Background: an optimization exercise with open tools, aiming at small area, a short achievable clock period and few clock cycles per item. Do not read the settings as production practice.
In this exercise RTL edits were held to simulation tests only and were not proved equivalent to the original.

// mul_unit_top
module mul_unit_top
(
  input  logic        clk,
  input  logic        rst_n,
  input  logic        in_valid,
  output logic        in_ready,
  input  logic [31:0] in_a,
  input  logic [31:0] in_b,
  input  logic [7:0]  in_tag,
  output logic        out_valid,
  input  logic        out_ready,
  output logic [63:0] out_product,
  output logic [7:0]  out_tag
);
  mul_pipeline u_pipe (
    .clk         (clk),
    .rst_n       (rst_n),
    .in_valid    (in_valid),
    .in_ready    (in_ready),
    .in_a        (in_a),
    .in_b        (in_b),
    .in_tag      (in_tag),
    .out_valid   (out_valid),
    .out_ready   (out_ready),
    .out_product (out_product),
    .out_tag     (out_tag)
  );
endmodule
clock: 26.0 ns
lec_check: 0
abc_clock_period_in_ps: 6000
cap_margin: 50
core_margin: 2
core_utilization: 65
cts_cluster_diameter: 90
cts_cluster_size: 28
gpl_timing_driven: 1
slew_margin: 60
synth_hierarchical: 1
standard.sh (not shown) runs the stock make flow with config.mk's settings and CLKGATE_MAP_FILE= SYNTH_SCRIPT=/design/flow/synth_recipe.tcl, a recipe that flattens the netlist after the stock synthesis.
==> flow/flow/run.sh <==
#!/bin/bash
set -euo pipefail
export BUFFER_PORTS_ARGS="-buffer_cell sky130_fd_sc_hd__buf_2"
export POST_RESIZE_TCL="$(pwd)/flow/rebuffer.tcl"
bash standard.sh finish > standard.log 2>&1
==> flow/flow/rebuffer.tcl <==
proc my_esc { name } {
  return [string map [list "\[" "\\\[" "\]" "\\\]"] $name]
}

proc my_rebuffer { cell } {
  set block [ord::get_db_block]
  set n 0
  foreach inst [$block getInsts] {
    set name [$inst getName]
    if { ![string match "u_pipe.s1_a*" $name] && ![string match "u_pipe.s1_one*" $name] \
         && ![string match "u_pipe.s1_two*" $name] && ![string match "u_pipe.s1_neg*" $name] } { continue }
    set qterm [$inst findITerm Q]
    if { $qterm == "NULL" } { continue }
    set net [$qterm getNet]
    if { $net == "NULL" } { continue }
    # strip buffers hanging off this net (repeatedly, for multi-level trees)
    for {set pass 0} {$pass < 4} {incr pass} {
      set bufs {}
      foreach it [$net getITerms] {
        set li [$it getInst]
        if { $li == $inst } { continue }
        set m [[$li getMaster] getName]
        if { [string match "sky130_fd_sc_hd__buf_*" $m] || [string match "sky130_fd_sc_hd__clkbuf_*" $m] } {
          set c [get_cells -quiet [$li getName]]
          if { [llength $c] == 1 } { lappend bufs $c }
        }
      }
      if { [llength $bufs] == 0 } { break }
      foreach b $bufs { remove_buffers $b }
    }
    set loads 0
    foreach it [$net getITerms] { if { [$it isInputSignal] } { incr loads } }
    if { $loads < 6 } { continue }
    set loc [$inst getLocation]
    set x [expr { [lindex $loc 0] / 1000.0 }]
    set y [expr { [lindex $loc 1] / 1000.0 }]
    insert_buffer -net [get_nets [$net getName]] -buffer_cell $cell -location [list $x $y]
    incr n
  }
  puts "my_rebuffer: buffered $n operand nets with $cell"
}

# Multiplier cells whose output net matches pattern and spans more than
# min_len_um (half perimeter of its pins) get the next drive strength up.
proc my_upsize_long { min_len_um pattern } {
  set block [ord::get_db_block]
  set dbu [$block getDbUnitsPerMicron]
  array set up {
    sky130_fd_sc_hd__nor2_1   sky130_fd_sc_hd__nor2_2
    sky130_fd_sc_hd__nand2_1  sky130_fd_sc_hd__nand2_2
    sky130_fd_sc_hd__o21ai_0  sky130_fd_sc_hd__o21ai_2
    sky130_fd_sc_hd__o21ai_1  sky130_fd_sc_hd__o21ai_2
    sky130_fd_sc_hd__a21oi_1  sky130_fd_sc_hd__a21oi_2
    sky130_fd_sc_hd__inv_1    sky130_fd_sc_hd__inv_2
    sky130_fd_sc_hd__clkinv_1 sky130_fd_sc_hd__clkinv_2
    sky130_fd_sc_hd__fa_1     sky130_fd_sc_hd__fa_2
    sky130_fd_sc_hd__ha_1     sky130_fd_sc_hd__ha_2
    sky130_fd_sc_hd__xnor2_1  sky130_fd_sc_hd__xnor2_2
    sky130_fd_sc_hd__xor2_1   sky130_fd_sc_hd__xor2_2
    sky130_fd_sc_hd__a22oi_1  sky130_fd_sc_hd__a22oi_2
  }
  set n 0
  foreach net [$block getNets] {
    if { ![string match $pattern [$net getName]] } { continue }
    set drv ""
    set xs {}
    set ys {}
    foreach it [$net getITerms] {
      set inst [$it getInst]
      set loc [$inst getLocation]
      lappend xs [lindex $loc 0]
      lappend ys [lindex $loc 1]
      if { [$it isOutputSignal] } { set drv $inst }
    }
    if { $drv == "" || [llength $xs] < 2 } { continue }
    set len [expr { ([tcl::mathfunc::max {*}$xs] - [tcl::mathfunc::min {*}$xs] + [tcl::mathfunc::max {*}$ys] - [tcl::mathfunc::min {*}$ys]) / double($dbu) }]
    if { $len < $min_len_um } { continue }
    set m [[$drv getMaster] getName]
    if { ![info exists up($m)] } { continue }
    replace_cell [get_cells [$drv getName]] $up($m)
    incr n
  }
  puts "my_upsize_long: upsized $n cells on $pattern nets over $min_len_um um"
}

# Each output port's buffer sits next to the register that drives it, so the
# register sees a short wire and the buffer drives the route to the pin.
proc my_pull_output_buffers { } {
  set block [ord::get_db_block]
  set n 0
  foreach bterm [$block getBTerms] {
    if { [$bterm getIoType] != "OUTPUT" } { continue }
    set pnet [$bterm getNet]
    if { $pnet == "NULL" } { continue }
    foreach it [$pnet getITerms] {
      if { ![$it isOutputSignal] } { continue }
      set buf [$it getInst]
      set inet [[$buf findITerm A] getNet]
      if { $inet == "NULL" } { continue }
      foreach dit [$inet getITerms] {
        if { ![$dit isOutputSignal] } { continue }
        set drv [$dit getInst]
        set loc [$drv getLocation]
        $buf setLocation [lindex $loc 0] [lindex $loc 1]
        incr n
      }
    }
  }
  puts "my_pull_output_buffers: moved $n output buffers"
}

my_rebuffer sky130_fd_sc_hd__buf_6
my_upsize_long 30 u_pipe.u_mul.k*
my_pull_output_buffers
The starting point finished clean.
Testbench counts at the start, summed over its fixed seeds: cycles 16,016, items 16,000.
Then changed:
--- a/flow/flow/rebuffer.tcl
+++ b/flow/flow/rebuffer.tcl
@@ -111,4 +111,4 @@
 
 my_rebuffer sky130_fd_sc_hd__buf_6
-my_upsize_long 30 u_pipe.u_mul.k*
+my_upsize_long 40 u_pipe.u_mul.k*
 my_pull_output_buffers
- CAP_MARGIN: 50 -> 45
- SLEW_MARGIN: 60 -> 55
=> Cell count barely changes. Design area went down by 0.57%. Sequential share of layout area went up by 0.11 points. Via count went down by 0.85%.
Then changed:
- CAP_MARGIN: 45 -> 50
- SLEW_MARGIN: 55 -> 60
Result:
- The new run finished with timing, DRC and antenna clean
- final cell count hardly moves
- die area does not change
- routed wire length increases by 0.75%
- sequential cell count does not change
Then changed:
--- a/flow/flow/rebuffer.tcl
+++ b/flow/flow/rebuffer.tcl
@@ -84,31 +84,4 @@
 }
 
-# Each output port's buffer sits next to the register that drives it, so the
-# register sees a short wire and the buffer drives the route to the pin.
-proc my_pull_output_buffers { } {
-  set block [ord::get_db_block]
-  set n 0
-  foreach bterm [$block getBTerms] {
-    if { [$bterm getIoType] != "OUTPUT" } { continue }
-    set pnet [$bterm getNet]
-    if { $pnet == "NULL" } { continue }
-    foreach it [$pnet getITerms] {
-      if { ![$it isOutputSignal] } { continue }
-      set buf [$it getInst]
-      set inet [[$buf findITerm A] getNet]
-      if { $inet == "NULL" } { continue }
-      foreach dit [$inet getITerms] {
-        if { ![$dit isOutputSignal] } { continue }
-        set drv [$dit getInst]
-        set loc [$drv getLocation]
-        $buf setLocation [lindex $loc 0] [lindex $loc 1]
-        incr n
-      }
-    }
-  }
-  puts "my_pull_output_buffers: moved $n output buffers"
-}
-
-my_rebuffer sky130_fd_sc_hd__buf_6
+my_rebuffer sky130_fd_sc_hd__buf_4
 my_upsize_long 40 u_pipe.u_mul.k*
-my_pull_output_buffers
Result: Sequential share of layout area goes up by 0.15 points; synthesized area does not change; wire length barely changes.

## port drivers added, routing unchanged
In the flow no input, the clock included, has a driving cell. The finished layouts below were timed again as built, in two steps. Step 1: set_driving_cell puts a clkbuf_16 on clk and a buf_2 on each other input, an assumption about the parent block. Step 2, shift: input delay + t, output delay - t, t = (earliest + latest rising clock arrival at the registers) / 2. This alone moves slack from input paths to output paths. a / b / c = ideal ports / drivers / drivers and shift; a / b = the first two.
run	t, ns	setup WS [ns]	worst setup path at the end	clock arrival spread, ns	slew at the worst register clock pin (ns)
the first run	0.591	19.717 / 19.655 / 19.355	input to register	0.045 / 0.045	0.11 / 0.11
the second run	0.586	19.713 / 19.656 / 19.382	input to register	0.040 / 0.040	0.10 / 0.10
the third run	0.587	19.716 / 19.655 / 19.389	input to register	0.046 / 0.045	0.10 / 0.10
the fourth run	0.591	19.656 / 19.591 / 19.371	input to register	0.028 / 0.029	0.10 / 0.10
After both steps setup and hold are still met in every run listed. For the first run, which loses most, drivers alone change the setup slack by -0.062 ns; drivers and shift together by -0.362 ns.
